Source: an optimization exercise on an open RTL-to-GDS flow (aim: small area, a short achievable clock period and few clock cycles per item). Production flows keep margins and buffers that such runs may drop.
The RTL was checked by simulation tests, not by an equivalence proof against the original design.
No activity file was given, so power comes from the tool's default toggle rates.

==> flow/design.v (outline; a module is shown in full before it is edited, if it fits) <==
// module csa_fa: 9 lines
// module csa_ha: 8 lines
// module binary_neuron: 981 lines
module binary_neuron (
    input  logic                    clk,
    input  logic                    reset,
    input  logic                    in_valid,
    output logic                    in_ready,
    input  logic [320:0]            in_req,
    output logic                    out_valid,
    input  logic                    out_ready,
    output logic [9:0]              out_sum
);
  // ...
==> flow/flow/run.sh <==
#!/bin/bash
# The standard layout (standard.sh: ORFS synthesis to final layout), with
# two changes:
#  - the input and output ports are buffered with the smallest buffer,
#    sky130_fd_sc_hd__buf_1, instead of the cell buffer_ports picks by default
#    (clkdlybuf4s50_1); later repair steps may still resize them;
#  - clock tree synthesis adds no dummy loads to the clock tree.
set -euo pipefail
export BUFFER_PORTS_ARGS="-buffer_cell sky130_fd_sc_hd__buf_1"
export CTS_ARGS="-sink_clustering_enable -repair_clock_nets -buf_list sky130_fd_sc_hd__clkbuf_8 -dont_use_dummy_load -sink_buffer_max_cap_derate 0.3"
bash standard.sh > standard_flow.log 2>&1
==> flow/standard.sh <==
#!/bin/bash
# synth_recipe.tcl (not shown) runs the flow's synth.tcl, then flattens the netlist and writes it again
# the make line also repeats each setting of config.mk as NAME=value (left out here)
make -C /OpenROAD-flow-scripts/flow DESIGN_CONFIG=/design/flow/config.mk WORK_HOME=/design/flow/orfs CLKGATE_MAP_FILE= SYNTH_SCRIPT=/design/flow/synth_recipe.tcl "${@:-finish}"
==> flow/config.mk <==
export PLATFORM = sky130hd
export DESIGN_NAME = binary_neuron
export DESIGN_NICKNAME = binary_neuron
export VERILOG_FILES = /design/flow/design.v
export SDC_FILE = /design/flow/constraint.sdc
export NUM_CORES = 4
export LEC_CHECK = 0
export CAP_MARGIN = 20
export CORE_MARGIN = 2
export CORE_UTILIZATION = 40
export CTS_BUF_LIST = sky130_fd_sc_hd__clkbuf_8
export SLEW_MARGIN = 20
export SYNTH_HIERARCHICAL = 1
export SYNTH_MINIMUM_KEEP_SIZE = 0
==> flow/constraint.sdc <==
create_clock -name core_clock -period 6.0 [get_ports {clk}]
set_input_delay 1.2000 -clock core_clock [delete_from_list [all_inputs] [get_ports {clk}]]
set_output_delay 1.2000 -clock core_clock [all_outputs]
set_load 0.01 [all_outputs]
==> metrics.csv, run 1 <==
metric;value;unit
start_util;40.4;%
clkbuf_count;43;
p_int;5.21;mW
grt-ovfl-total;0;
drv_slew;0;
final-nonclk-buf-share;7.36;%
viasPerCell;4.64;
period_share;41.1;%
cts_root_buffer;clkbuf_8;
syn_nets;1779;
wl_met2;18900;microns
largest_reg_flops;40;
fmax;406;MHz
dpl.hpwl;30800;microns
comb_cell_power;4.32;mW
switchingPower;3.30;mW
irDropWorstVdd;0.267;mV
synth_ff_type;dfxtp_1;
cts_setup_buffers;0;
h-tree-depth;2;
skew;0.0422;ns
worst_setup_path_start_kind;flip-flop;
tns;0;ns
design_area;17100;sq um
seqPwrFrac;34.6;%
grt_max_degree;25;
antenna_found_initial;1;
synth.avg_cell_area;12.3;sq um
hold_viol_final;0;
synthTopCellsByArea;fa_1, dfxtp_1, edfxtp_1;
status;no timing/DRC/antenna violations;
synth_compound_area_share;2.66;%
yosysWarnings;8;
n_all_buffers;336;
syn_area;14700;sq um
drt_wl_total;35600;microns
grt_most_used_layer;met2;
power_leader;combinational cells;
rrSetupSlack;3.53;ns
Testbench counts, summed over its fixed seeds: cycles 3,232, items 3,200.
==> inputs of run 2 (changes only) <==
--- a/flow/flow/run.sh
+++ b/flow/flow/run.sh
@@ -7,5 +7,5 @@
 #  - clock tree synthesis adds no dummy loads to the clock tree.
 set -euo pipefail
 export BUFFER_PORTS_ARGS="-buffer_cell sky130_fd_sc_hd__buf_1"
-export CTS_ARGS="-sink_clustering_enable -repair_clock_nets -buf_list sky130_fd_sc_hd__clkbuf_8 -dont_use_dummy_load -sink_buffer_max_cap_derate 0.3"
+export CTS_ARGS="-sink_clustering_enable -repair_clock_nets -buf_list sky130_fd_sc_hd__clkbuf_8 -dont_use_dummy_load -sink_buffer_max_cap_derate 0.6"
 bash standard.sh > standard_flow.log 2>&1
==> run 2 against run 1 <==
  * Still clean
  * Critical path depth unchanged
  * Worst hold slack unchanged
  * Synthesized cell count unchanged
  * Register-to-register slack about the same
  * Maximum frequency unchanged
  * Non-clock buffer count unchanged
  * Area after synthesis unchanged
  * Power unchanged
  * First-iteration DRC count unchanged
  * Clock power about the same
  * Combinational power about the same
  * Count of clock-buffer cells in the layout unchanged
  * Largest cell class unchanged
==> metrics.csv, run 2 <==
metric;value;unit;change
status;no timing/DRC/antenna violations;;
synthTopCellsByArea;fa_1, dfxtp_1, edfxtp_1;;
drive_gt1_share;3.26;%;
cts_tree;yes;;
clock_latency;0.54;ns;
cts_root_buffer;clkbuf_8;;
dpl.hpwl;30800;microns;unchanged
n_antenna_cell;0;;
layout.cells.non_filler;2031;;
start_util;40.4;%;unchanged
hold_viol_final;0;;unchanged
rsz0062_at_grt;false;;
hold_buffers;0;;
fp.dieW;196;microns;
yosys.area.top_type;fa_1;;
ys_ff_latch;256;;
synth.avg_cell_area;12.3;sq um;unchanged
placed_cells;1988;;
antenna_left;0;;
skew;0.0422;ns;unchanged
irDropWorstVdd;0.267;mV;unchanged
power_density;497;nW/um^2;
crit_fanout;1;;
worstSetupPathType;reg -> reg;;
cap_violations;0;;
globalplace.congestion;0.854;;
syn_area;14700;sq um;unchanged
first_global_vias;10300;;
endpoint_kind;flip-flop;;
final_common_cell;buf_1;;
ctsResizeCount;0;;
largest_reg_flops;40;;unchanged
drv_slew;0;;unchanged
design_area;17100;sq um;unchanged
cts_buffer_depth;3;;
drc;0;;
clkTransAtPathRegs;0.06;ns;
worst_slack;3.53;ns;
drt_iter0_markers;234;;
worst_setup_path_start_kind;flip-flop;;
antenna_found_initial;1;;unchanged
grt_pass1_wl;56100;microns;
slew_headroom;39.6;%;
synth_top_area_share;33.0;%;
dr.pass1.iters;4;;
numCtsBuffers;43;;
avgRoutedWirePerCell;17.5;microns;
yosysSeqAreaShare;38.2;%;
tns;0;ns;unchanged
port-buffer-count;336;;
grt_max_degree;25;;unchanged
critPathRequiredTime;6.42;ns;
async_flop_share;0;%;
viasPerCell;4.64;;unchanged
syn_inst;1194;;
yosysWarnings;8;;unchanged
yosysMostFrequentCell;fa_1;;
h-tree-depth;2;;unchanged
cts_num_sinks;256;;
dr_total_vias;9425;;
dieArea;38400;sq um;
worstMarginPinSlew;0.906;ns;
hold_path_class;reg -> reg;;
syn2layout_area_growth;16.3;%;
period_needed;2.47;ns;
drt_wl_total;35600;microns;unchanged
p_leak;6.34;nW;
regMostFlops;q_data;;
ios;337;;
synth_common_cells;fa_1, nor2_1, dfxtp_1, xnor2_1, xor2_1;;
synth_ff_type;dfxtp_1;;
fillers;3396;;
synthDistinctLibCells;33;;
reg_top3;q_data (40), out_sum (10), pending (5);;
syn_nets;1779;;unchanged
period_share;41.1;%;unchanged
fmax;406;MHz;unchanged
fp.dieH;196;microns;
place_area;16500;sq um;
nets;2150;;
grt-ovfl-total;0;;unchanged
core-area;36400;sq um;
holdWs;0.319;ns;
num_rows;70;;
layout_common_cells;buf_1, fa_1, nor2_1;;
synth_edf_count;50;;
post-place-ws;3.01;ns;
cp.arrival;2.89;ns;
track_usage;19.3;%;
setup_violations;0;;
cts_setup_buffers;0;;unchanged
## run 2: cell type report
class | count | area, sq um | share of cell area (%)
Clock buffer | 43 | 592 | 3.46
Inverter | 35 | 131 | 0.767
Multi-Input combinational cell | 893 | 8930 | 52.2
Sequential cell | 256 | 5630 | 32.8
Tap cell | 468 | 586 | 3.42
Timing Repair Buffer | 336 | 1260 | 7.36
## run 2: stage by stage
stage	power, mW	util [%]
CTS	8.70	47.0
global placement	7.24	45.4
detailed placement	7.43	45.4
global route	9.41	47.0
finish	8.51	47.0
floorplan	5.70	-
## run 2: per-layer routing
metal  global-route usage, %  share of wire, %  up-vias
met3                    2.70               3.9       49
met1                    23.8                41     4588
met5                       0             0.037        -
li1                        -                 -     4540
met2                    35.9                53      246
met4                    4.41               1.7        2
## run 2: worst max-delay path, cell delays in order (launching register included)
cell	delay (ns)
dfxtp_1	0.32
fa_1	0.54
fa_1	0.48
fa_1	0.60
fa_1	0.43
## run 2: modules after synthesis, one instance, submodules excluded
module	area (sq um)	flops+latches	copies in the design
binary_neuron	9860	256	1
csa_fa	20.0	0	243
## run 2: path summary, 6_finish.rpt
check | startpoint | end | slack, ns | cells after the start
setup / recovery | r1_s189$_DFF_P_ | r2_s385$_DFF_P_ | 3.53 | 4
hold / removal | r2_s157$_DFF_P_ | r3_s157$_DFF_P_ | 0.32 | 0
setup reg to reg | r1_s189$_DFF_P_ | r2_s385$_DFF_P_ | 3.53 | 4
hold reg to reg | r2_s157$_DFF_P_ | r3_s157$_DFF_P_ | 0.32 | 0
## run 2: power by group
part | switching (mW) | internal, mW | leakage (nW)
logic | 2.33 | 1.99 | 3.84
clock network | 0.615 | 0.631 | 0.309
registers | 0.351 | 2.60 | 2.19
total | 3.30 | 5.21 | 6.34
## run 2: cell families after synthesis
kind of cell | synth area share, %
DFF | 38.2
muxes | 0.136
AOI/OAI and AO/OA | 2.66
and+or+nand+nor | 11.5
xor gates and xnor gates | 11.8
adders and majority gates | 34.5
buffers and inverters | 1.15
==> inputs of run 3 (changes only) <==
--- a/flow/flow/run.sh
+++ b/flow/flow/run.sh
@@ -7,5 +7,5 @@
 #  - clock tree synthesis adds no dummy loads to the clock tree.
 set -euo pipefail
 export BUFFER_PORTS_ARGS="-buffer_cell sky130_fd_sc_hd__buf_1"
-export CTS_ARGS="-sink_clustering_enable -repair_clock_nets -buf_list sky130_fd_sc_hd__clkbuf_8 -dont_use_dummy_load -sink_buffer_max_cap_derate 0.6"
+export CTS_ARGS="-sink_clustering_enable -repair_clock_nets -buf_list sky130_fd_sc_hd__clkbuf_16 -dont_use_dummy_load"
 bash standard.sh > standard_flow.log 2>&1
==> run 3 against run 2 <==
  * Sequential cell count unchanged
  * Critical path type unchanged
  * Wire length down 0.94%
  * Die area stayed put
  * Global-route usage decreased by 0.21 points
  * Non-clock buffer count is the same
  * Count of clock-buffer cells in the layout down 16
  * First-iteration DRC count is 12% higher
  * Sequential share of layout area shrank 0.16 points
  * Register-to-register slack got worse by 0.02 ns
  * Cell count down 0.79%
  * Power rose by 1.6%
  * Critical endpoint unchanged
  * Worst hold slack better by 0.0068 ns
==> metrics.csv, run 3 <==
metric;value;unit;change
status;no timing/DRC/antenna violations;;
cts_buffer_depth;3;;unchanged
fillers;3390;;-0.18%
ctsResizeCount;0;;unchanged
hold_buffers;0;;unchanged
power_density;503;nW/um^2;+1.1%
grt-ovfl-total;0;;unchanged
r2r_cells;4;;unchanged
skew;0.0433;ns;+0.00109 ns
antenna_found_initial;1;;unchanged
power.total;8.65;mW;+1.6%
first_global_vias;10200;;-1.5%
p_leak;6.36;nW;+0.37%
synth_top_area_share;33.0;%;unchanged
syn2layout_area_growth;16.9;%;
core-area;36400;sq um;unchanged
tns;0;ns;unchanged
viasPerCell;4.63;;-0.33%
yosysMostFrequentCell;fa_1;;
synthDistinctLibCells;33;;unchanged
cts_num_sinks;256;;unchanged
r2r-start;r1_s189$_DFF_P_;;
multi_input_area;8930;sq um;unchanged
worstSetupPathType;reg -> reg;;
dieArea;38400;sq um;unchanged
synth_edf_count;50;;unchanged
critPathRequiredTime;6.41;ns;about the same
syn_nets;1779;;unchanged
yosysWarnings;8;;unchanged
grt_max_degree;25;;unchanged
hold_viol_final;0;;unchanged
final_common_cell;buf_1;;
endpoint_kind;flip-flop;;
fp.dieH;196;microns;unchanged
num_rows;70;;unchanged
holdPathStages;0;;unchanged
layout_common_cells;buf_1, fa_1, nor2_1;;
dpl.hpwl;30800;microns;unchanged
synth.avg_cell_area;12.3;sq um;unchanged
fp.dieW;196;microns;unchanged
fmax;402;MHz;-0.84%
slew_headroom;40.5;%;+0.91 points
holdWs;0.325;ns;+0.00682 ns
ios;337;;unchanged
dr.pass1.iters;4;;unchanged
async_flop_share;0;%;unchanged
ff_latch_area;5630;sq um;unchanged
dr_total_vias;9320;;-1.1%
largest_reg_flops;40;;unchanged
grt_pass1_wl;55600;microns;-0.90%
period_needed;2.49;ns;+0.0208 ns
numCtsBuffers;27;;-37%
drv_slew;0;;unchanged
drt_wl_total;35200;microns;-0.94%
globalplace.congestion;0.854;;unchanged
avgRoutedWirePerCell;17.5;microns;-0.15%
cts_setup_buffers;0;;unchanged
synthTopCellsByArea;fa_1, dfxtp_1, edfxtp_1;;
hold_path_class;reg -> reg;;
port-buffer-count;336;;unchanged
worst_slack;3.51;ns;-0.0208 ns
cp.arrival;2.89;ns;about the same
syn_area;14700;sq um;unchanged
synth_ff_type;dfxtp_1;;
n_antenna_cell;0;;unchanged
rsz0062_at_grt;false;;
ys_ff_latch;256;;unchanged
post-place-ws;3.01;ns;unchanged
irDropWorstVdd;0.331;mV;+24%
cap_violations;0;;unchanged
start_util;40.4;%;unchanged
nets;2134;;-0.74%
regMostFlops;q_data;;
worstMarginPinSlew;0.893;ns;-0.0137 ns
clkTransAtPathRegs;0.06;ns;about the same
synth_common_cells;fa_1, nor2_1, dfxtp_1, xnor2_1, xor2_1;;
track_usage;19.1;%;-0.21 points
reg_top3;q_data (40), out_sum (10), pending (5);;
cts_tree;yes;;
crit_fanout;1;;unchanged
cts_root_buffer;clkbuf_16;;
period_share;41.4;%;+0.35 points
yosysSeqAreaShare;38.2;%;unchanged
drt_iter0_markers;263;;+12%
worst_setup_path_start_kind;flip-flop;;
setup_violations;0;;unchanged
drc;0;;unchanged
drive_gt1_share;2.26;%;-1.0 points
rr_endpoint;r2_s385$_DFF_P_;;
hold_end;r3_s63$_DFF_P_;;
rrSetupSlack;3.51;ns;-0.02 ns
h-tree-depth;1;;-1
syn_inst;1194;;unchanged
clock_latency;0.54;ns;about the same
min-delay-start;r2_s63$_DFF_P_;;
yosys.area.top_type;fa_1;;
antenna_left;0;;unchanged
run 3: cell counts after synthesis:
Identical to the previous run, type by type.
run 3: worst max-delay path by stage:
stage,startpoint,endpoint,slack (ns)
2_1_floorplan,out_ready,q_occ[0]$_SDFFE_PP0P_,3.37
3_3_place_gp,in_req[93],r1_s135$_DFF_P_,3.04
3_5_place_dp,in_req[93],r1_s135$_DFF_P_,3.01
4_1_cts,r1_s189$_DFF_P_,r2_s385$_DFF_P_,3.49
5_1_grt,r1_s189$_DFF_P_,r2_s385$_DFF_P_,3.42
6_report,r1_s189$_DFF_P_,r2_s385$_DFF_P_,3.51
run 3: report_power, final:
part / leakage, nW / switching, mW / internal [mW]
clock: 0.333 / 0.599 / 0.784
combinational: 3.84 / 2.34 / 1.99
sequential: 2.19 / 0.351 / 2.59
total: 6.36 / 3.29 / 5.36
run 3: cell families (layout without fill, tap and decap cells):
family	Yosys count	count (layout)	synth area share, %
mux	2	2	0.136
buf+inv	45	398	1.15
compound gates	57	57	2.66
flops	256	256	38.2
xor+xnor	199	199	11.8
fa+ha+maj	260	260	34.5
simple gates	375	375	11.5
run 3: modules after synthesis (local to each module, per instance):
| module | flip-flops and latches | copies in the design | area, sq um | cells |
|---|---|---|---|---|
| csa_fa | 0 | 243 | 20.0 | 1 |
| binary_neuron | 256 | 1 | 9860 | 951 |
run 3: metrics by stage:
step,std cells,area [sq um],utilization [%]
2_1_floorplan,1194,14700,-
3_3_place_gp,1988,16500,45.4
3_5_place_dp,1988,16500,45.4
4_1_cts,2015,17200,47.2
5_1_grt,2015,17200,47.2
6_report,2015,17200,47.2
run 3: area by class of cell:
| class | count | area share (%) |
|---|---|---|
| clock buffer | 27 | 3.93 |
| inverter | 35 | 0.763 |
| multi-input combinational | 893 | 51.9 |
| sequential | 256 | 32.7 |
| tap | 468 | 3.40 |
| timing repair buffer | 336 | 7.33 |
run 3: metal layers:
layer  GRT usage, %  wire (microns)  vias up  share of wire (%)
met2           35.8           18800      220                 53
met4           3.84             666        2                1.9
li1               -               -     4512                  -
met3           2.25            1330       39                3.8
met5              0              14        -              0.040
met1           23.7           14500     4547                 41
run 3: critical path: stages, from the launching register on:
cell	delay, ns
dfxtp_1	0.32
fa_1	0.54
fa_1	0.48
fa_1	0.59
fa_1	0.43
==> inputs of run 4 (changes only) <==
--- a/flow/flow/run.sh
+++ b/flow/flow/run.sh
@@ -7,5 +7,5 @@
 #  - clock tree synthesis adds no dummy loads to the clock tree.
 set -euo pipefail
 export BUFFER_PORTS_ARGS="-buffer_cell sky130_fd_sc_hd__buf_1"
-export CTS_ARGS="-sink_clustering_enable -repair_clock_nets -buf_list sky130_fd_sc_hd__clkbuf_16 -dont_use_dummy_load"
+export CTS_ARGS="-repair_clock_nets -buf_list sky130_fd_sc_hd__clkbuf_8 -dont_use_dummy_load"
 bash standard.sh > standard_flow.log 2>&1
==> run 4 against run 3 <==
  * Sequential share of layout area is essentially flat
  * Maximum frequency down 1.1%
  * Critical path type unchanged
  * Worst hold slack got worse by 0.0019 ns
  * Area after synthesis unchanged
  * Count of clock-buffer cells in the layout up 22
  * Still clean on timing, DRC and antenna
  * Highest routed layer unchanged
==> metrics.csv, run 4 <==
metric;value;unit;change
synth.avg_cell_area;12.3;sq um;unchanged
syn_inst;1194;;unchanged
dr_total_vias;9393;;+0.78%
regMostFlops;q_data;;
drc;0;;unchanged
hold_path_class;reg -> reg;;
hold_buffers;0;;unchanged
synth_edf_count;50;;unchanged
period_needed;2.51;ns;+0.0279 ns
rsz0062_at_grt;false;;
num_rows;70;;unchanged
crit_family;adder cells;;
cts_buffer_depth;3;;unchanged
grt-ovfl-total;0;;unchanged
cp.arrival;2.94;ns;+0.05 ns
largest_reg_flops;40;;unchanged
worstMarginPinSlew;0.944;ns;+0.0512 ns
holdWs;0.323;ns;-0.00194 ns
drv_slew;0;;unchanged
final_common_cell;buf_1;;
holdPathStages;0;;unchanged
globalplace.congestion;0.854;;unchanged
h-tree-depth;5;;+4
fp.dieW;196;microns;unchanged
slew_headroom;37.0;%;-3.5 points
ff_latch_area;5630;sq um;unchanged
irDropWorstVdd;0.294;mV;-11%
yosysSeqAreaShare;38.2;%;unchanged
start_util;40.4;%;unchanged
avgRoutedWirePerCell;17.4;microns;-0.33%
n_antenna_cell;0;;unchanged
yosysWarnings;8;;unchanged
p_leak;6.38;nW;+0.31%
nets;2156;;+1.0%
fillers;3383;;-0.21%
min-delay-start;r2_s63$_DFF_P_;;
power_density;499;nW/um^2;-0.67%
first_global_vias;10400;;+1.7%
critPathRequiredTime;6.43;ns;+0.02 ns
endpoint_kind;flip-flop;;
syn2layout_area_growth;16.9;%;about the same
cap_violations;0;;unchanged
dr.pass1.iters;4;;unchanged
synth_top_area_share;33.0;%;unchanged
hold_end;r3_s63$_DFF_P_;;
grt_max_degree;25;;unchanged
syn_area;14700;sq um;unchanged
cts_tree;yes;;
antenna_found_initial;1;;unchanged
ctsResizeCount;0;;unchanged
core-area;36400;sq um;unchanged
yosys.area.top_type;fa_1;;
crit_top_cell;fa_1;;
tns;0;ns;unchanged
yosysMostFrequentCell;fa_1;;
rrSetupSlack;3.49;ns;-0.03 ns
reg_top3;q_data (40), out_sum (10), pending (5);;
numCtsBuffers;49;;+81%
viasPerCell;4.61;;-0.31%
rr_endpoint;r2_s385$_DFF_P_;;
fp.dieH;196;microns;unchanged
crit_buf_inv;0;;unchanged
drt_wl_total;35500;microns;+0.76%
multi_input_area;8930;sq um;unchanged
clock_latency;0.58;ns;+0.04 ns
max_stage_delay;0.56;ns;-0.03 ns
hold_viol_final;0;;unchanged
ys_ff_latch;256;;unchanged
skew;0.0447;ns;+0.00136 ns
cts_num_sinks;256;;unchanged
worstSetupPathType;reg -> reg;;
synth_common_cells;fa_1, nor2_1, dfxtp_1, xnor2_1, xor2_1;;
ios;337;;unchanged
layout_common_cells;buf_1, fa_1, nor2_1;;
grt_pass1_wl;56100;microns;+0.97%
r2r_cells;4;;unchanged
r2r-start;r1_c128$_DFF_P_;;
async_flop_share;0;%;unchanged
track_usage;19.5;%;+0.41 points
synthTopCellsByArea;fa_1, dfxtp_1, edfxtp_1;;
synth_ff_type;dfxtp_1;;
synthDistinctLibCells;33;;unchanged
antenna_left;0;;unchanged
period_share;41.9;%;+0.46 points
crit_slowest_cell;fa_1;;
power.total;8.59;mW;-0.68%
crit_fanout;1;;unchanged
clkTransAtPathRegs;0.09;ns;+0.03 ns
fmax;398;MHz;-1.1%
syn_nets;1779;;unchanged
dpl.hpwl;30800;microns;unchanged
dieArea;38400;sq um;unchanged
setup_violations;0;;unchanged
port-buffer-count;336;;unchanged
worst_setup_path_start_kind;flip-flop;;
cts_setup_buffers;0;;unchanged
drt_iter0_markers;262;;-0.38%
critical_path.startpoint;r1_c128$_DFF_P_;;
drive_gt1_share;3.63;%;+1.4 points
path_cells;fa_1, fa_1, fa_1, fa_1;;
status;no timing/DRC/antenna violations;;
cts_root_buffer;clkbuf_8;;
-- run 4: report_power, final --
group          total [mW]  switching (mW)  leakage [nW]  internal (mW)
logic                4.32            2.33          3.84           1.99
clock network        1.33           0.609         0.352          0.718
registers            2.95           0.352          2.19           2.59
-- run 4: logic make-up after synthesis --
group,Yosys count,synth area share [%]
simple gates,375,11.5
fa+ha+maj,260,34.5
mux,2,0.136
xor+xnor,199,11.8
flops,256,38.2
buf+inv,45,1.15
compound gates,57,2.66
-- run 4: layer usage --
layer | GRT usage [%] | routed length [microns]
met5 | 0 | 13
met4 | 4.80 | 475
met3 | 3.13 | 1330
met2 | 36.2 | 19100
met1 | 23.6 | 14600
-- run 4: stage by stage --
stage	instance area, sq um	setup slack [ns]	utilization, %	std cells
6_report	17200	3.49	47.2	2037
5_1_grt	17200	3.41	47.2	2037
2_1_floorplan	14700	3.37	-	1194
3_3_place_gp	16500	3.04	45.4	1988
4_1_cts	17200	3.47	47.2	2037
3_5_place_dp	16500	3.01	45.4	1988
-- run 4: Yosys stat by module (local to each module, per instance) --
module | cell area (sq um) | flip-flops and latches
binary_neuron | 9860 | 256
csa_fa | 20.0 | 0
-- run 4: cell type report --
cell class              instances  area share, %
well taps                     468           3.40
flip-flops and latches        256           32.7
multi-input cells             893           51.9
clock buffers                  49           3.92
repair buffers                336           7.33
inverters                      35          0.763
-- run 4: worst max path at each step --
stage | endpoint | slack [ns] | depth (start not counted)
4_1_cts | r2_s385$_DFF_P_ | 3.47 | 4
5_1_grt | q_occ[3]$_SDFFE_PP0P_ | 3.41 | 7
3_5_place_dp | r1_s135$_DFF_P_ | 3.01 | 5
2_1_floorplan | q_occ[0]$_SDFFE_PP0P_ | 3.37 | 8
6_report | r2_s385$_DFF_P_ | 3.49 | 4
3_3_place_gp | r1_s135$_DFF_P_ | 3.04 | 5
-- run 4: worst reg2reg max path, stage by stage (launching register included) --
cell	delay, ns
dfxtp_1	0.35
fa_1	0.54
fa_1	0.48
fa_1	0.56
fa_1	0.43
==> inputs of run 5 (changes only) <==
--- a/flow/flow/run.sh
+++ b/flow/flow/run.sh
@@ -7,5 +7,5 @@
 #  - clock tree synthesis adds no dummy loads to the clock tree.
 set -euo pipefail
 export BUFFER_PORTS_ARGS="-buffer_cell sky130_fd_sc_hd__buf_1"
-export CTS_ARGS="-repair_clock_nets -buf_list sky130_fd_sc_hd__clkbuf_8 -dont_use_dummy_load"
+export CTS_ARGS="-sink_clustering_enable -repair_clock_nets -buf_list sky130_fd_sc_hd__clkbuf_8 -dont_use_dummy_load -sink_clustering_size 18 -sink_clustering_max_diameter 90"
 bash standard.sh > standard_flow.log 2>&1
==> run 5 against run 4 <==
  * Combinational power about the same
  * Worst setup slack improved by 0.031 ns
  * Wire length shrank 0.84%
  * Die area did not move
  * Critical path depth unchanged
  * Count of clock-buffer cells in the layout down 31
  * First-iteration DRC count grew 10%
  * Global-route usage shrank 0.48 points
  * Area after synthesis is the same
==> metrics.csv, run 5 <==
metric;value;unit;change
ctsResizeCount;0;;unchanged
cts_buffer_depth;3;;unchanged
cp_num_cells;4;;unchanged
synthDistinctLibCells;33;;unchanged
synth_edf_count;50;;unchanged
regMostFlops;q_data;;
port-buffer-count;336;;unchanged
drive_gt1_share;1.69;%;-1.9 points
crit_family;adder cells;;
power.total;8.05;mW;-6.3%
yosysSeqAreaShare;38.2;%;unchanged
synth_top_area_share;33.0;%;unchanged
avgRoutedWirePerCell;17.5;microns;+0.69%
clkTransAtPathRegs;0.11;ns;+0.02 ns
grt_pass1_wl;55400;microns;-1.3%
dr.pass1.iters;4;;unchanged
fillers;3428;;+1.3%
crit_slowest_cell;fa_1;;
layout_common_cells;buf_1, fa_1, nor2_1;;
numCtsBuffers;18;;-63%
muxShareOfSynthArea;0.136;%;unchanged
nets;2125;;-1.4%
p_leak;6.16;nW;-3.5%
drc;0;;unchanged
ys_ff_latch;256;;unchanged
worst_setup_path_start_kind;flip-flop;;
cts_setup_buffers;0;;unchanged
async_flop_share;0;%;unchanged
antenna_found_initial;1;;unchanged
crit_fanout;1;;unchanged
syn_inst;1194;;unchanged
drt_wl_total;35200;microns;-0.84%
cap_violations;0;;unchanged
yosysWarnings;8;;unchanged
synth_common_cells;fa_1, nor2_1, dfxtp_1, xnor2_1, xor2_1;;
fmax;403;MHz;+1.3%
final_common_cell;buf_1;;
syn_nets;1779;;unchanged
status;no timing/DRC/antenna violations;;
dr_total_vias;9231;;-1.7%
endpoint_kind;flip-flop;;
worstMarginPinSlew;0.928;ns;-0.0155 ns
path_cells;fa_1, fa_1, fa_1, fa_1;;
grt-ovfl-total;0;;unchanged
globalplace.congestion;0.854;;unchanged
holdPathStages;0;;unchanged
largest_reg_flops;40;;unchanged
antenna_left;0;;unchanged
synth-simple-area-share;11.5;%;unchanged
hold_path_class;reg -> reg;;
dieArea;38400;sq um;unchanged
clock_latency;0.54;ns;-0.04 ns
period_share;41.4;%;-0.52 points
synth_top_family_by_area;adder cells;;
synthTopCellsByArea;fa_1, dfxtp_1, edfxtp_1;;
hold_viol_final;0;;unchanged
synth_ff_type;dfxtp_1;;
drt_iter0_markers;289;;+10%
yosysMostFrequentCell;fa_1;;
placed_cells;1988;;unchanged
worstSetupPathType;reg -> reg;;
irDropWorstVdd;0.273;mV;-7.1%
skew;0.0418;ns;-0.00283 ns
hold_buffers;0;;unchanged
crit_buf_inv;0;;unchanged
h-tree-depth;1;;-4
synth-xor-area-share;11.8;%;unchanged
drv_slew;0;;unchanged
layout.cells.non_filler;2006;;-1.5%
first_global_vias;10100;;-2.8%
num_rows;70;;unchanged
ios;337;;unchanged
start_util;40.4;%;unchanged
reg_top3;q_data (40), out_sum (10), pending (5);;
core-area;36400;sq um;unchanged
syn2layout_area_growth;14.0;%;
slew_headroom;38.1;%;+1.1 points
n_antenna_cell;0;;unchanged
yosys.area_share.adder;34.5;%;unchanged
cts_tree;yes;;
max_stage_delay;0.59;ns;+0.03 ns
period_needed;2.48;ns;-0.0313 ns
fp.dieW;196;microns;unchanged
setup_violations;0;;unchanged
fp.dieH;196;microns;unchanged
cts_root_buffer;clkbuf_8;;
synth.avg_cell_area;12.3;sq um;unchanged
viasPerCell;4.60;;-0.21%
crit_top_cell;fa_1;;
cp.arrival;2.91;ns;-0.03 ns
holdWs;0.338;ns;+0.0151 ns
power_density;480;nW/um^2;-3.9%
tns;0;ns;unchanged
yosys.area.top_type;fa_1;;
cts_num_sinks;256;;unchanged
r2r_cells;4;;unchanged
syn_area;14700;sq um;unchanged
track_usage;19.0;%;-0.48 points
grt_max_degree;25;;unchanged
dpl.hpwl;30800;microns;unchanged
rsz0062_at_grt;false;;
critPathRequiredTime;6.43;ns;about the same
synth_compound_area_share;2.66;%;unchanged
run 5: Yosys stat by module (local to each module, per instance):
module | times used | cell area (sq um)
binary_neuron | 1 | 9860
csa_fa | 243 | 20.0
run 5: logic make-up after synthesis:
| logic type | Yosys count |
|---|---|
| and+or+nand+nor | 375 |
| buffers and inverters | 45 |
| adders and majority gates | 260 |
| muxes | 2 |
| DFF | 256 |
| xor gates and xnor gates | 199 |
| AOI/OAI and AO/OA | 57 |
run 5: routing by layer:
metal	up-vias	wire length [microns]	global-route usage (%)
li1	4488	-	-
met1	4507	14800	23.9
met5	-	13	0
met2	205	18700	35.7
met4	2	501	3.25
met3	29	1210	2.18
run 5: stage by stage:
step,utilization [%],worst slack (ns),instance area (sq um)
3_3_place_gp,45.4,3.04,16500
5_1_grt,46.1,3.44,16800
6_report,46.1,3.52,16800
2_1_floorplan,-,3.37,14700
3_5_place_dp,45.4,3.01,16500
4_1_cts,46.1,3.50,16800
run 5: power by group:
part / switching, mW / leakage [nW] / total (mW) / internal (mW)
sequential: 0.351 / 2.19 / 2.94 / 2.59
clock: 0.527 / 0.129 / 0.800 / 0.273
combinational: 2.33 / 3.84 / 4.31 / 1.99
run 5: worst paths after layout:
path	start	end	slack, ns
worst max register to register	r1_s189$_DFF_P_	r2_s385$_DFF_P_	3.52
worst min-delay path	r2_s159$_DFF_P_	r3_s159$_DFF_P_	0.34
worst max-delay path	r1_s189$_DFF_P_	r2_s385$_DFF_P_	3.52
worst min register to register	r2_s159$_DFF_P_	r3_s159$_DFF_P_	0.34
run 5: worst reg2reg max path, cell delays in order, from the launching register on:
cell and delay (ns):
dfxtp_1 0.34, fa_1 0.54, fa_1 0.48, fa_1 0.59, fa_1 0.43
run 5: layout make-up:
type / count / area, sq um / area share (%)
multi-input cells: 893 / 8930 / 53.2
flip-flops and latches: 256 / 5630 / 33.5
repair buffers: 336 / 1260 / 7.51
well taps: 468 / 586 / 3.49
clock buffers: 18 / 248 / 1.48
inverters: 35 / 131 / 0.783
==> inputs of run 6 (changes only) <==
--- a/flow/flow/run.sh
+++ b/flow/flow/run.sh
@@ -7,5 +7,5 @@
 #  - clock tree synthesis adds no dummy loads to the clock tree.
 set -euo pipefail
 export BUFFER_PORTS_ARGS="-buffer_cell sky130_fd_sc_hd__buf_1"
-export CTS_ARGS="-sink_clustering_enable -repair_clock_nets -buf_list sky130_fd_sc_hd__clkbuf_8 -dont_use_dummy_load -sink_clustering_size 18 -sink_clustering_max_diameter 90"
+export CTS_ARGS="-sink_clustering_enable -repair_clock_nets -buf_list sky130_fd_sc_hd__clkbuf_8 -dont_use_dummy_load"
 bash standard.sh > standard_flow.log 2>&1
==> run 6 against run 5 <==
  * Sequential share of layout area decreased by 0.67 points
  * Final area up 2.1%
  * Register-to-register slack better by 0.02 ns
  * Count of clock-buffer cells in the layout rose by 25
  * Via count is 2.1% higher
  * Clock skew about the same
  * Non-clock buffer count unchanged
  * Critical endpoint unchanged
  * Still clean
  * Synthesized cell count unchanged
  * Clock power up 56%
==> metrics.csv, run 6 <==
metric;value;unit;change
rsz0062_at_grt;false;;
drt_wl_total;35600;microns;+1.0%
worst_slack;3.53;ns;+0.0174 ns
syn_area;14700;sq um;unchanged
drv_slew;0;;unchanged
first_global_vias;10300;;+2.6%
design_area;17100;sq um;+2.1%
dpl.hpwl;30800;microns;unchanged
worstSetupPathType;reg -> reg;;
cts_root_buffer;clkbuf_8;;
numCtsBuffers;43;;+25
nets;2150;;+1.2%
ios;337;;unchanged
drt_iter0_markers;234;;-19%
crit_fanout;1;;unchanged
power.total;8.51;mW;+5.7%
tns;0;ns;unchanged
drc;0;;unchanged
port-buffer-count;336;;unchanged
synth_ff_type;dfxtp_1;;
antenna_left;0;;unchanged
dr_total_vias;9425;;+2.1%
fp.dieH;196;microns;unchanged
status;no timing/DRC/antenna violations;;
cts_tree;yes;;
synth_common_cells;fa_1, nor2_1, dfxtp_1, xnor2_1, xor2_1;;
clock_latency;0.54;ns;about the same
antenna_found_initial;1;;unchanged
drive_gt1_share;3.26;%;+1.6 points
fillers;3396;;-0.93%
core-area;36400;sq um;unchanged
n_antenna_cell;0;;unchanged
synth_top_area_share;33.0;%;unchanged
period_needed;2.47;ns;-0.0174 ns
fmax;406;MHz;+0.71%
ctsResizeCount;0;;unchanged
cap_violations;0;;unchanged
h-tree-depth;2;;+1
cts_setup_buffers;0;;unchanged
reg_top3;q_data (40), out_sum (10), pending (5);;
hold_viol_final;0;;unchanged
cts_buffer_depth;3;;unchanged
layout_common_cells;buf_1, fa_1, nor2_1;;
synth_edf_count;50;;unchanged
avgRoutedWirePerCell;17.5;microns;-0.21%
fp.dieW;196;microns;unchanged
ys_ff_latch;256;;unchanged
p_leak;6.34;nW;+2.9%
syn_inst;1194;;unchanged
hold_path_class;reg -> reg;;
cts_num_sinks;256;;unchanged
clkTransAtPathRegs;0.06;ns;-0.05 ns
slew_headroom;39.6;%;+1.5 points
irDropWorstVdd;0.267;mV;-2.4%
period_share;41.1;%;-0.29 points
endpoint_kind;flip-flop;;
globalplace.congestion;0.854;;unchanged
num_rows;70;;unchanged
yosysSeqAreaShare;38.2;%;unchanged
yosysMostFrequentCell;fa_1;;
placed_cells;1988;;unchanged
start_util;40.4;%;unchanged
worstMarginPinSlew;0.906;ns;-0.0221 ns
power_density;497;nW/um^2;+3.6%
dieArea;38400;sq um;unchanged
grt-ovfl-total;0;;unchanged
critPathRequiredTime;6.42;ns;about the same
layout.cells.non_filler;2031;;+1.2%
synthDistinctLibCells;33;;unchanged
largest_reg_flops;40;;unchanged
hold_buffers;0;;unchanged
setup_violations;0;;unchanged
yosysWarnings;8;;unchanged
place_area;16500;sq um;unchanged
cp.arrival;2.89;ns;-0.02 ns
final_common_cell;buf_1;;
dr.pass1.iters;4;;unchanged
regMostFlops;q_data;;
syn_nets;1779;;unchanged
skew;0.0422;ns;+0.000373 ns
synthTopCellsByArea;fa_1, dfxtp_1, edfxtp_1;;
async_flop_share;0;%;unchanged
worst_setup_path_start_kind;flip-flop;;
grt_pass1_wl;56100;microns;+1.2%
track_usage;19.3;%;+0.28 points
syn2layout_area_growth;16.3;%;
post-place-ws;3.01;ns;unchanged
yosys.area.top_type;fa_1;;
viasPerCell;4.64;;+0.84%
synth.avg_cell_area;12.3;sq um;unchanged
grt_max_degree;25;;unchanged
==> run 6: critical path: stages (launching register included) <==
cell and delay [ns]:
dfxtp_1 0.32, fa_1 0.54, fa_1 0.48, fa_1 0.60
fa_1 0.43
==> run 6: modules after synthesis (local to each module, per instance) <==
module | cell area (sq um) | flip-flops and latches
binary_neuron | 9860 | 256
csa_fa | 20.0 | 0
==> run 6: cells by family (layout without fill, tap and decap cells) <==
kind of cell / Yosys count / count (layout) / share of synthesized area, %
adders and majority gates: 260 / 260 / 34.5
DFF: 256 / 256 / 38.2
and+or+nand+nor: 375 / 375 / 11.5
muxes: 2 / 2 / 0.136
buffers and inverters: 45 / 414 / 1.15
xor gates and xnor gates: 199 / 199 / 11.8
AOI/OAI and AO/OA: 57 / 57 / 2.66
==> run 6: through the flow <==
step | hold slack (ns) | util [%]
finish | 0.319 | 47.0
global placement | 0.313 | 45.4
global route | 0.327 | 47.0
detailed placement | 0.312 | 45.4
CTS | 0.321 | 47.0
floorplan | 0.310 | -
==> run 6: metal layers <==
layer  track usage, %  up-vias  routed length, microns
li1                 -     4540                       -
met1             23.8     4588                   14600
met2             35.9      246                   18900
met3             2.70       49                    1390
met4             4.41        2                     619
met5                0        -                      13
==> run 6: layout make-up <==
class                   instances  area (sq um)  share of cell area, %
multi-input cells             893          8930                   52.2
flip-flops and latches        256          5630                   32.8
repair buffers                336          1260                   7.36
clock buffers                  43           592                   3.46
well taps                     468           586                   3.42
inverters                      35           131                  0.767
==> run 6: path summary, 6_finish.rpt <==
kind                        start              end  slack [ns]  cells past startpoint
setup / recovery  r1_s189$_DFF_P_  r2_s385$_DFF_P_        3.53                      4
hold / removal    r2_s157$_DFF_P_  r3_s157$_DFF_P_        0.32                      0
setup reg to reg  r1_s189$_DFF_P_  r2_s385$_DFF_P_        3.53                      4
hold reg to reg   r2_s157$_DFF_P_  r3_s157$_DFF_P_        0.32                      0
==> run 6: power breakdown <==
part           switching [mW]  internal (mW)  total (mW)
Combinational            2.33           1.99        4.32
Clock                   0.615          0.631        1.25
Sequential              0.351           2.60        2.95
==> inputs of run 7 (changes only) <==
--- a/flow/flow/run.sh
+++ b/flow/flow/run.sh
@@ -7,5 +7,5 @@
 #  - clock tree synthesis adds no dummy loads to the clock tree.
 set -euo pipefail
 export BUFFER_PORTS_ARGS="-buffer_cell sky130_fd_sc_hd__buf_1"
-export CTS_ARGS="-sink_clustering_enable -repair_clock_nets -buf_list sky130_fd_sc_hd__clkbuf_8 -dont_use_dummy_load"
+export CTS_ARGS="-sink_clustering_enable -repair_clock_nets -buf_list sky130_fd_sc_hd__clkbuf_16 -dont_use_dummy_load -sink_clustering_size 25 -sink_clustering_max_diameter 100"
 bash standard.sh > standard_flow.log 2>&1
==> run 7 against run 6 <==
  * Still clean
  * Count of clock-buffer cells in the layout is 29 lower
  * Critical path depth stayed put
  * First-iteration DRC count is 30% higher
  * Worst setup slack worse by 0.027 ns
  * Register-to-register slack worse by 0.03 ns
  * Largest cell class unchanged
==> metrics.csv, run 7 <==
metric;value;unit;change
ios;337;;unchanged
worst_setup_path_start_kind;flip-flop;;
fp.dieH;196;microns;unchanged
fmax;401;MHz;-1.1%
clock_latency;0.48;ns;-0.06 ns
worstSetupPathType;reg -> reg;;
skew;0.0637;ns;+0.0215 ns
port-buffer-count;336;;unchanged
synthTopCellsByArea;fa_1, dfxtp_1, edfxtp_1;;
syn2layout_area_growth;14.7;%;
power.total;8.19;mW;-3.8%
hold_path_class;reg -> reg;;
hold_buffers;0;;unchanged
dr_total_vias;9210;;-2.3%
dieArea;38400;sq um;unchanged
avgRoutedWirePerCell;17.5;microns;about the same
power_density;485;nW/um^2;-2.4%
cap_violations;0;;unchanged
yosysWarnings;8;;unchanged
syn_area;14700;sq um;unchanged
slew_headroom;39.8;%;+0.20 points
worst_slack;3.51;ns;-0.0270 ns
cts_buffer_depth;3;;unchanged
status;no timing/DRC/antenna violations;;
synth.avg_cell_area;12.3;sq um;unchanged
drc;0;;unchanged
grt_pass1_wl;55300;microns;-1.4%
grt_max_degree;26;;+4.0%
nets;2121;;-1.3%
syn_inst;1194;;unchanged
crit_fanout;1;;unchanged
period_share;41.6;%;+0.45 points
p_leak;6.20;nW;-2.2%
period_needed;2.49;ns;+0.0270 ns
clkTransAtPathRegs;0.10;ns;+0.04 ns
drv_slew;0;;unchanged
antenna_found_initial;1;;unchanged
drt_wl_total;35000;microns;-1.4%
cts_setup_buffers;0;;unchanged
drive_gt1_share;1.43;%;-1.8 points
endpoint_kind;flip-flop;;
utilization;46.3;%;-0.66 points
core-area;36400;sq um;unchanged
first_global_vias;10100;;-2.6%
irDropWorstVdd;0.281;mV;+5.2%
antenna_left;0;;unchanged
yosys.area.top_type;fa_1;;
h-tree-depth;1;;-1
synth_ff_type;dfxtp_1;;
cp.arrival;2.85;ns;-0.04 ns
n_antenna_cell;0;;unchanged
regMostFlops;q_data;;
numCtsBuffers;14;;-67%
tns;0;ns;unchanged
dpl.hpwl;30800;microns;unchanged
critPathRequiredTime;6.36;ns;-0.06 ns
fp.dieW;196;microns;unchanged
drt_iter0_markers;305;;+30%
largest_reg_flops;40;;unchanged
start_util;40.4;%;unchanged
synth_top_area_share;33.0;%;unchanged
synthDistinctLibCells;33;;unchanged
async_flop_share;0;%;unchanged
viasPerCell;4.60;;-0.87%
setup_violations;0;;unchanged
num_rows;70;;unchanged
cts_tree;yes;;
track_usage;19.0;%;-0.34 points
final_common_cell;buf_1;;
cts_root_buffer;clkbuf_16;;
ys_ff_latch;256;;unchanged
dr.pass1.iters;4;;unchanged
rsz0062_at_grt;false;;
yosysMostFrequentCell;fa_1;;
syn_nets;1779;;unchanged
synth_common_cells;fa_1, nor2_1, dfxtp_1, xnor2_1, xor2_1;;
grt-ovfl-total;0;;unchanged
worstMarginPinSlew;0.903;ns;-0.00299 ns
globalplace.congestion;0.854;;unchanged
hold_viol_final;0;;unchanged
ctsResizeCount;0;;unchanged
synth_edf_count;50;;unchanged
reg_top3;q_data (40), out_sum (10), pending (5);;
layout_common_cells;buf_1, fa_1, nor2_1;;
yosysSeqAreaShare;38.2;%;unchanged
cts_num_sinks;256;;unchanged
post-place-ws;3.01;ns;unchanged
-- run 7: worst max-delay path, stage by stage (launching register included) --
cell     delay, ns
dfxtp_1       0.38
fa_1          0.49
fa_1          0.49
fa_1          0.59
fa_1          0.42
-- run 7: kinds of logic (layout without fill, tap and decap cells) --
| group | Yosys count | after routing | share of synthesized area (%) |
|---|---|---|---|
| adder cells (fa/ha/maj) | 260 | 260 | 34.5 |
| flip-flops | 256 | 256 | 38.2 |
| XOR/XNOR | 199 | 199 | 11.8 |
| buffers and inverters | 45 | 385 | 1.15 |
| AO/OA/AOI/OAI | 57 | 57 | 2.66 |
| AND/OR/NAND/NOR | 375 | 375 | 11.5 |
| multiplexers | 2 | 2 | 0.136 |
-- run 7: Yosys stat by module, one instance, submodules excluded --
module         flip-flops and latches  copies in the design  area (sq um)
csa_fa                              0                   243          20.0
binary_neuron                     256                     1          9860
-- run 7: cell type report --
cell class / instances / area [sq um]
flip-flops and latches: 256 / 5630
well taps: 468 / 586
fillers: 3411 / 19500
clock buffers: 14 / 350
repair buffers: 336 / 1260
inverters: 35 / 131
multi-input cells: 893 / 8930
-- run 7: report_power, final --
group          switching, mW  internal (mW)
Combinational           2.33           1.98
Sequential             0.350           2.59
Clock                  0.528          0.420
Total                   3.20           4.99
-- run 7: metal layers --
layer	part of all wire, %	wire (microns)	vias to the layer above	GRT usage, %
li1	-	-	4480	-
met1	41	14500	4492	23.8
met2	54	18800	211	35.8
met3	3.8	1330	25	2.17
met4	1.3	441	2	2.69
met5	0.037	13	-	0
-- run 7: worst paths after layout --
kind	startpoint	end	slack, ns	cells past startpoint
setup / recovery	r1_s193$_DFF_P_	r2_s385$_DFF_P_	3.51	4
hold / removal	r2_s159$_DFF_P_	r3_s159$_DFF_P_	0.34	0
setup reg to reg	r1_s193$_DFF_P_	r2_s385$_DFF_P_	3.51	4
hold reg to reg	r2_s159$_DFF_P_	r3_s159$_DFF_P_	0.34	0
-- run 7: stage by stage --
stage | cells | hold slack [ns] | area, sq um
finish | 2002 | 0.336 | 16900
detailed placement | 1988 | 0.312 | 16500
CTS | 2002 | 0.336 | 16900
floorplan | 1194 | 0.310 | 14700
global route | 2002 | 0.343 | 16900
global placement | 1988 | 0.313 | 16500
==> inputs of run 8 (changes only) <==
--- a/flow/flow/run.sh
+++ b/flow/flow/run.sh
@@ -7,5 +7,5 @@
 #  - clock tree synthesis adds no dummy loads to the clock tree.
 set -euo pipefail
 export BUFFER_PORTS_ARGS="-buffer_cell sky130_fd_sc_hd__buf_1"
-export CTS_ARGS="-sink_clustering_enable -repair_clock_nets -buf_list sky130_fd_sc_hd__clkbuf_16 -dont_use_dummy_load -sink_clustering_size 25 -sink_clustering_max_diameter 100"
+export CTS_ARGS="-sink_clustering_enable -repair_clock_nets -buf_list sky130_fd_sc_hd__clkbuf_8 -dont_use_dummy_load -sink_clustering_size 15 -sink_clustering_max_diameter 75"
 bash standard.sh > standard_flow.log 2>&1
==> run 8 against run 7 <==
  * Cell count up 0.35%
  * Count of clock-buffer cells in the layout up 7
  * Die area unchanged
  * Wire length up 0.26%
  * Worst hold slack worse by 0.0090 ns
  * Global-route usage up 0.072 points
  * Critical path depth unchanged
  * Synthesized cell count unchanged
  * Clock skew down 0.011 ns
==> metrics.csv, run 8 <==
metric;value;unit;change
fp.dieW;196;microns;unchanged
synth_top_area_share;33.0;%;unchanged
cts_root_buffer;clkbuf_8;;
tns;0;ns;unchanged
first_global_vias;10100;;+0.49%
slew_headroom;39.5;%;-0.23 points
synth_ff_type;dfxtp_1;;
endpoint_kind;flip-flop;;
switching_share;39.6;%;+0.50 points
n_antenna_cell;0;;unchanged
cp.arrival;2.88;ns;+0.03 ns
layout.cells.non_filler;2009;;+0.35%
synthDistinctLibCells;33;;unchanged
nets;2128;;+0.33%
holdPathStages;0;;unchanged
synth_edf_count;50;;unchanged
synth_common_cells;fa_1, nor2_1, dfxtp_1, xnor2_1, xor2_1;;
met3_length;1290;microns;-2.9%
place_area;16500;sq um;unchanged
h-tree-depth;1;;unchanged
yosysWarnings;8;;unchanged
yosysMostFrequentCell;fa_1;;
synth.avg_cell_area;12.3;sq um;unchanged
worstSetupPathType;reg -> reg;;
antenna_left;0;;unchanged
r2r-start;r1_c54$_DFF_P_;;
hold_buffers;0;;unchanged
viasPerCell;4.61;;+0.19%
rrSetupSlack;3.51;ns;about the same
ys_ff_latch;256;;unchanged
reg_top3;q_data (40), out_sum (10), pending (5);;
track_usage;19.1;%;+0.072 points
design_area;16800;sq um;-0.36%
setup_violations;0;;unchanged
drive_gt1_share;1.88;%;+0.45 points
crit_fanout;1;;unchanged
antenna_found_initial;1;;unchanged
ios;337;;unchanged
min-delay-start;r2_s63$_DFF_P_;;
syn_area;14700;sq um;unchanged
combPwrFrac;53.2;%;+0.6 points
grt_max_degree;25;;-3.8%
critPathRequiredTime;6.40;ns;+0.04 ns
worst_setup_path_start_kind;flip-flop;;
worstMarginPinSlew;0.907;ns;+0.00344 ns
p_leak;6.18;nW;-0.35%
clkTransAtPathRegs;0.10;ns;about the same
status;no timing/DRC/antenna violations;;
cts_buffer_depth;3;;unchanged
period_share;41.4;%;-0.12 points
dr_total_vias;9260;;+0.54%
seqPwrFrac;36.4;%;+0.5 points
clock_power_share;10.4;%;-1.2 points
hold_path_class;reg -> reg;;
power_density;480;nW/um^2;-1.0%
wl_met2;18800;microns;+0.10%
yosys.area.top_type;fa_1;;
cap_violations;0;;unchanged
drt_wl_total;35100;microns;+0.26%
grt-ovfl-total;0;;unchanged
syn_inst;1194;;unchanged
ctsResizeCount;0;;unchanged
port-buffer-count;336;;unchanged
numCtsBuffers;21;;+7
synthTopCellsByArea;fa_1, dfxtp_1, edfxtp_1;;
cts_setup_buffers;0;;unchanged
dieArea;38400;sq um;unchanged
drt_iter0_markers;217;;-29%
async_flop_share;0;%;unchanged
cts_tree;yes;;
avgRoutedWirePerCell;17.5;microns;about the same
fp.dieH;196;microns;unchanged
rr_endpoint;r2_s269$_DFF_P_;;
placed_cells;1988;;unchanged
cts_num_sinks;256;;unchanged
clock_latency;0.56;ns;+0.08 ns
syn_nets;1779;;unchanged
rsz0062_at_grt;false;;
yosysSeqAreaShare;38.2;%;unchanged
core-area;36400;sq um;unchanged
syn2layout_area_growth;14.2;%;
largest_reg_flops;40;;unchanged
globalplace.congestion;0.854;;unchanged
switchingPower;3.20;mW;about the same
period_needed;2.49;ns;-0.00709 ns
r2r_cells;4;;unchanged
hold_viol_final;0;;unchanged
utilization;46.2;%;-0.17 points
drv_slew;0;;unchanged
regMostFlops;q_data;;
wl_met1;14600;microns;+0.52%
dr.pass1.iters;4;;unchanged
layout_common_cells;buf_1, fa_1, nor2_1;;
top_layer;met5;;
skew;0.0523;ns;-0.0114 ns
dpl.hpwl;30800;microns;unchanged
hold_end;r3_s63$_DFF_P_;;
grt_pass1_wl;55400;microns;+0.32%
start_util;40.4;%;unchanged
final_common_cell;buf_1;;
p_int;4.88;mW;-2.2%
num_rows;70;;unchanged
fmax;402;MHz;+0.29%
irDropWorstVdd;0.273;mV;-2.7%
drc;0;;unchanged
[run 8: how the worst max path moves through the flow]
stage	start	to	slack (ns)
after CTS	r1_s189$_DFF_P_	r2_s385$_DFF_P_	3.49
final	r1_c54$_DFF_P_	r2_s269$_DFF_P_	3.51
after global placement	in_req[93]	r1_s135$_DFF_P_	3.04
after global routing	r1_c56$_DFF_P_	r2_s269$_DFF_P_	3.42
after floorplan	out_ready	q_occ[0]$_SDFFE_PP0P_	3.37
after detailed placement	in_req[93]	r1_s135$_DFF_P_	3.01
[run 8: cell families after synthesis]
family | Yosys count | share of synthesized area (%)
adders and majority gates | 260 | 34.5
muxes | 2 | 0.136
and+or+nand+nor | 375 | 11.5
buffers and inverters | 45 | 1.15
AOI/OAI and AO/OA | 57 | 2.66
DFF | 256 | 38.2
xor gates and xnor gates | 199 | 11.8
[run 8: Yosys stat by module, one instance, submodules excluded]
module,flip-flops and latches,times used,cells,cell area [sq um]
csa_fa,0,243,1,20.0
binary_neuron,256,1,951,9860
[run 8: layout make-up]
cell class / count / area [sq um]
Clock buffer: 21 / 289
Timing Repair Buffer: 336 / 1260
Sequential cell: 256 / 5630
Multi-Input combinational cell: 893 / 8930
Inverter: 35 / 131
Fill cell: 3418 / 19600
Tap cell: 468 / 586
[run 8: per-layer routing]
metal / global-route usage [%] / vias to the layer above
li1: - / 4494
met1: 23.7 / 4518
met2: 35.9 / 212
met3: 2.34 / 34
met4: 3.28 / 2
met5: 0 / -
[run 8: worst max-delay path, stage by stage (launching register included)]
cell     delay (ns)
dfxtp_1        0.37
fa_1           0.52
fa_1           0.46
fa_1           0.56
fa_1           0.41
[run 8: power groups by stage]
stage          clock [mW]  combinational (mW)  sequential, mW
6_report            0.844                4.30            2.94
5_1_grt             0.940                5.05            3.00
4_1_cts             0.884                4.44            2.96
3_5_place_dp            0                4.43            3.00
3_3_place_gp            0                4.25            2.99
2_1_floorplan           0                2.83            2.87
[run 8: stage by stage]
step                setup WS (ns)  hold slack [ns]  total power [mW]
finish                       3.51            0.327              8.08
global route                 3.42            0.341              8.99
CTS                          3.49            0.329              8.28
detailed placement           3.01            0.312              7.43
global placement             3.04            0.313              7.24
floorplan                    3.37            0.310              5.70
==> inputs of run 9 (changes only) <==
--- a/flow/flow/run.sh
+++ b/flow/flow/run.sh
@@ -4,7 +4,9 @@
 #  - the input and output ports are buffered with the smallest buffer,
 #    sky130_fd_sc_hd__buf_1, instead of the cell buffer_ports picks by default
 #    (clkdlybuf4s50_1); later repair steps may still resize them;
-#  - clock tree synthesis adds no dummy loads to the clock tree.
+#  - clock tree synthesis adds no dummy loads to the clock tree, and groups
+#    the flip-flops into clusters of up to 15 within 75 um for its leaf
+#    buffers (instead of searching for a clustering itself).
 set -euo pipefail
 export BUFFER_PORTS_ARGS="-buffer_cell sky130_fd_sc_hd__buf_1"
 export CTS_ARGS="-sink_clustering_enable -repair_clock_nets -buf_list sky130_fd_sc_hd__clkbuf_8 -dont_use_dummy_load -sink_clustering_size 15 -sink_clustering_max_diameter 75"
==> run 9 against run 8 <==
  * Still clean on timing, DRC and antenna
  * Wire length is the same
  * Core utilization is the same
  * Via count is the same
  * Sequential cell count is the same
  * Worst hold slack is the same
  * Global-route usage is the same
  * Clock power is essentially flat
  * Die area is the same
  * Largest power group unchanged
  * Highest routed layer unchanged
==> metrics.csv, run 9 <==
metric;value;unit;change
rsz0062_at_grt;false;;
async_flop_share;0;%;unchanged
dieArea;38400;sq um;unchanged
syn2layout_area_growth;14.2;%;unchanged
cts_root_buffer;clkbuf_8;;
reg_top3;q_data (40), out_sum (10), pending (5);;
h-tree-depth;1;;unchanged
drive_gt1_share;1.88;%;unchanged
numCtsBuffers;21;;unchanged
final_common_cell;buf_1;;
antenna_found_initial;1;;unchanged
p_leak;6.18;nW;unchanged
first_global_vias;10100;;unchanged
cap_violations;0;;unchanged
tns;0;ns;unchanged
clock_power_share;10.4;%;about the same
antenna_left;0;;unchanged
holdWs;0.327;ns;unchanged
crit_top_cell;fa_1;;
viasPerCell;4.61;;unchanged
grt-ovfl-total;0;;unchanged
hold_viol_final;0;;unchanged
status;no timing/DRC/antenna violations;;
cts_num_sinks;256;;unchanged
cts_tree;yes;;
hold_buffers;0;;unchanged
path_cells;fa_1, fa_1, fa_1, fa_1;;
crit_fanout;1;;unchanged
syn_area;14700;sq um;unchanged
dpl.hpwl;30800;microns;unchanged
synthDistinctLibCells;33;;unchanged
holdPathStages;0;;unchanged
irDropWorstVdd;0.273;mV;unchanged
power.total;8.08;mW;unchanged
crit_slowest_cell;fa_1;;
power_density;480;nW/um^2;unchanged
port-buffer-count;336;;unchanged
worstMarginPinSlew;0.907;ns;unchanged
endpoint_kind;flip-flop;;
layout_common_cells;buf_1, fa_1, nor2_1;;
cts_setup_buffers;0;;unchanged
clock_latency;0.56;ns;about the same
synth_common_cells;fa_1, nor2_1, dfxtp_1, xnor2_1, xor2_1;;
combPwrFrac;53.2;%;about the same
cts_buffer_depth;3;;unchanged
num_rows;70;;unchanged
yosysWarnings;8;;unchanged
nets;2128;;unchanged
ios;337;;unchanged
worst_setup_path_start_kind;flip-flop;;
period_needed;2.49;ns;unchanged
grt_max_degree;25;;unchanged
placed_cells;1988;;unchanged
layout.cells.non_filler;2009;;unchanged
switching_share;39.6;%;unchanged
skew;0.0523;ns;unchanged
syn_nets;1779;;unchanged
yosysMostFrequentCell;fa_1;;
switchingPower;3.20;mW;unchanged
n_antenna_cell;0;;unchanged
regMostFlops;q_data;;
avgRoutedWirePerCell;17.5;microns;unchanged
drc;0;;unchanged
post-place-ws;3.01;ns;unchanged
dr.pass1.iters;4;;unchanged
seqPwrFrac;36.4;%;about the same
dr_total_vias;9260;;unchanged
syn_inst;1194;;unchanged
ctsResizeCount;0;;unchanged
synth.avg_cell_area;12.3;sq um;unchanged
fp.dieW;196;microns;unchanged
fmax;402;MHz;unchanged
core-area;36400;sq um;unchanged
track_usage;19.1;%;unchanged
cp.arrival;2.88;ns;about the same
yosysSeqAreaShare;38.2;%;unchanged
yosys.area.top_type;fa_1;;
synthTopCellsByArea;fa_1, dfxtp_1, edfxtp_1;;
drv_slew;0;;unchanged
r2r_cells;4;;unchanged
grt_pass1_wl;55400;microns;unchanged
worst_slack;3.51;ns;unchanged
clkTransAtPathRegs;0.10;ns;about the same
synth_edf_count;50;;unchanged
slew_headroom;39.5;%;unchanged
drt_wl_total;35100;microns;unchanged
max_stage_delay;0.56;ns;about the same
globalplace.congestion;0.854;;unchanged
fp.dieH;196;microns;unchanged
setup_violations;0;;unchanged
critPathRequiredTime;6.40;ns;about the same
worstSetupPathType;reg -> reg;;
drt_iter0_markers;217;;unchanged
largest_reg_flops;40;;unchanged
synth_top_area_share;33.0;%;unchanged
ys_ff_latch;256;;unchanged
p_int;4.88;mW;unchanged
start_util;40.4;%;unchanged
synth_ff_type;dfxtp_1;;
period_share;41.4;%;unchanged
hold_path_class;reg -> reg;;
==> run 9: cell counts after synthesis <==
No cell type changed its count.
==> run 9: kinds of logic after synthesis <==
group / share of synthesized area [%]
AND/OR/NAND/NOR: 11.5
flip-flops: 38.2
AO/OA/AOI/OAI: 2.66
adder cells (fa/ha/maj): 34.5
XOR/XNOR: 11.8
multiplexers: 0.136
buffers and inverters: 1.15
==> run 9: worst max-delay path, delay by kind of cell, from the launching register on <==
family,cells,cell delay (ns)
DFF,1,0.37
adders and majority gates,4,1.95
==> run 9: per-stage QoR <==
| stage | utilization (%) | cell area (sq um) |
|---|---|---|
| final | 46.2 | 16800 |
| after global routing | 46.2 | 16800 |
| after CTS | 46.2 | 16800 |
| after detailed placement | 45.4 | 16500 |
| after global placement | 45.4 | 16500 |
| after floorplan | - | 14700 |
==> run 9: path summary, 6_finish.rpt <==
check                      start              end  slack (ns)
hold reg to reg   r2_s63$_DFF_P_   r3_s63$_DFF_P_        0.33
setup reg to reg  r1_c54$_DFF_P_  r2_s269$_DFF_P_        3.51
hold / removal    r2_s63$_DFF_P_   r3_s63$_DFF_P_        0.33
setup / recovery  r1_c54$_DFF_P_  r2_s269$_DFF_P_        3.51
==> run 9: layer usage <==
layer | vias to the layer above | track usage [%] | routed length, microns
met2 | 212 | 35.9 | 18800
met4 | 2 | 3.28 | 476
met5 | - | 0 | 13
met3 | 34 | 2.34 | 1290
li1 | 4494 | - | -
met1 | 4518 | 23.7 | 14600
==> run 9: area by class of cell <==
class,count,area (sq um)
inverters,35,131
multi-input cells,893,8930
well taps,468,586
repair buffers,336,1260
flip-flops and latches,256,5630
clock buffers,21,289
fillers,3418,19600
==> run 9: modules after synthesis (local to each module, per instance) <==
module / copies in the design / cell area (sq um)
binary_neuron: 1 / 9860
csa_fa: 243 / 20.0
==> run 9: power groups by stage <==
stage	combinational [mW]	clock (mW)	sequential, mW
6_report	4.30	0.844	2.94
5_1_grt	5.05	0.940	3.00
4_1_cts	4.44	0.884	2.96
3_5_place_dp	4.43	0	3.00
3_3_place_gp	4.25	0	2.99
2_1_floorplan	2.83	0	2.87

## separate check: timing with driven ports
No port has a modelled driver above. Below, the same layouts with a new extraction and two added sets of constraints.
Step 1 sets driving cells, clkbuf_16 on the clock port and buf_2 on the other inputs (assumed; they add their load-dependent delay and slew).
Step 2 times the ports against the registers' clock, not the clock port: input delays grow and output delays shrink by t, the midpoint of the rising clock arrivals with the driver on.
a / b / c = ideal ports / drivers / drivers and shift; a / b = the first two.
run | shift t [ns] | slack for setup (ns) | cell pins on the clock port's net
run 1 | 0.570 | 3.534 / 3.534 / 3.095 | 1
run 2 | 0.570 | 3.534 / 3.534 / 3.095 | 1
run 3 | 0.563 | 3.513 / 3.513 / 3.110 | 1
run 4 | 0.607 | 3.485 / 3.485 / 3.092 | 1
run 5 | 0.564 | 3.516 / 3.516 / 3.114 | 1
run 6 | 0.570 | 3.534 / 3.534 / 3.095 | 1
run 7 | 0.506 | 3.507 / 3.507 / 3.142 | 1
run 8 | 0.576 | 3.514 / 3.514 / 3.088 | 1
run 9 | 0.576 | 3.514 / 3.514 / 3.088 | 1
After both steps every run listed still meets setup and hold.
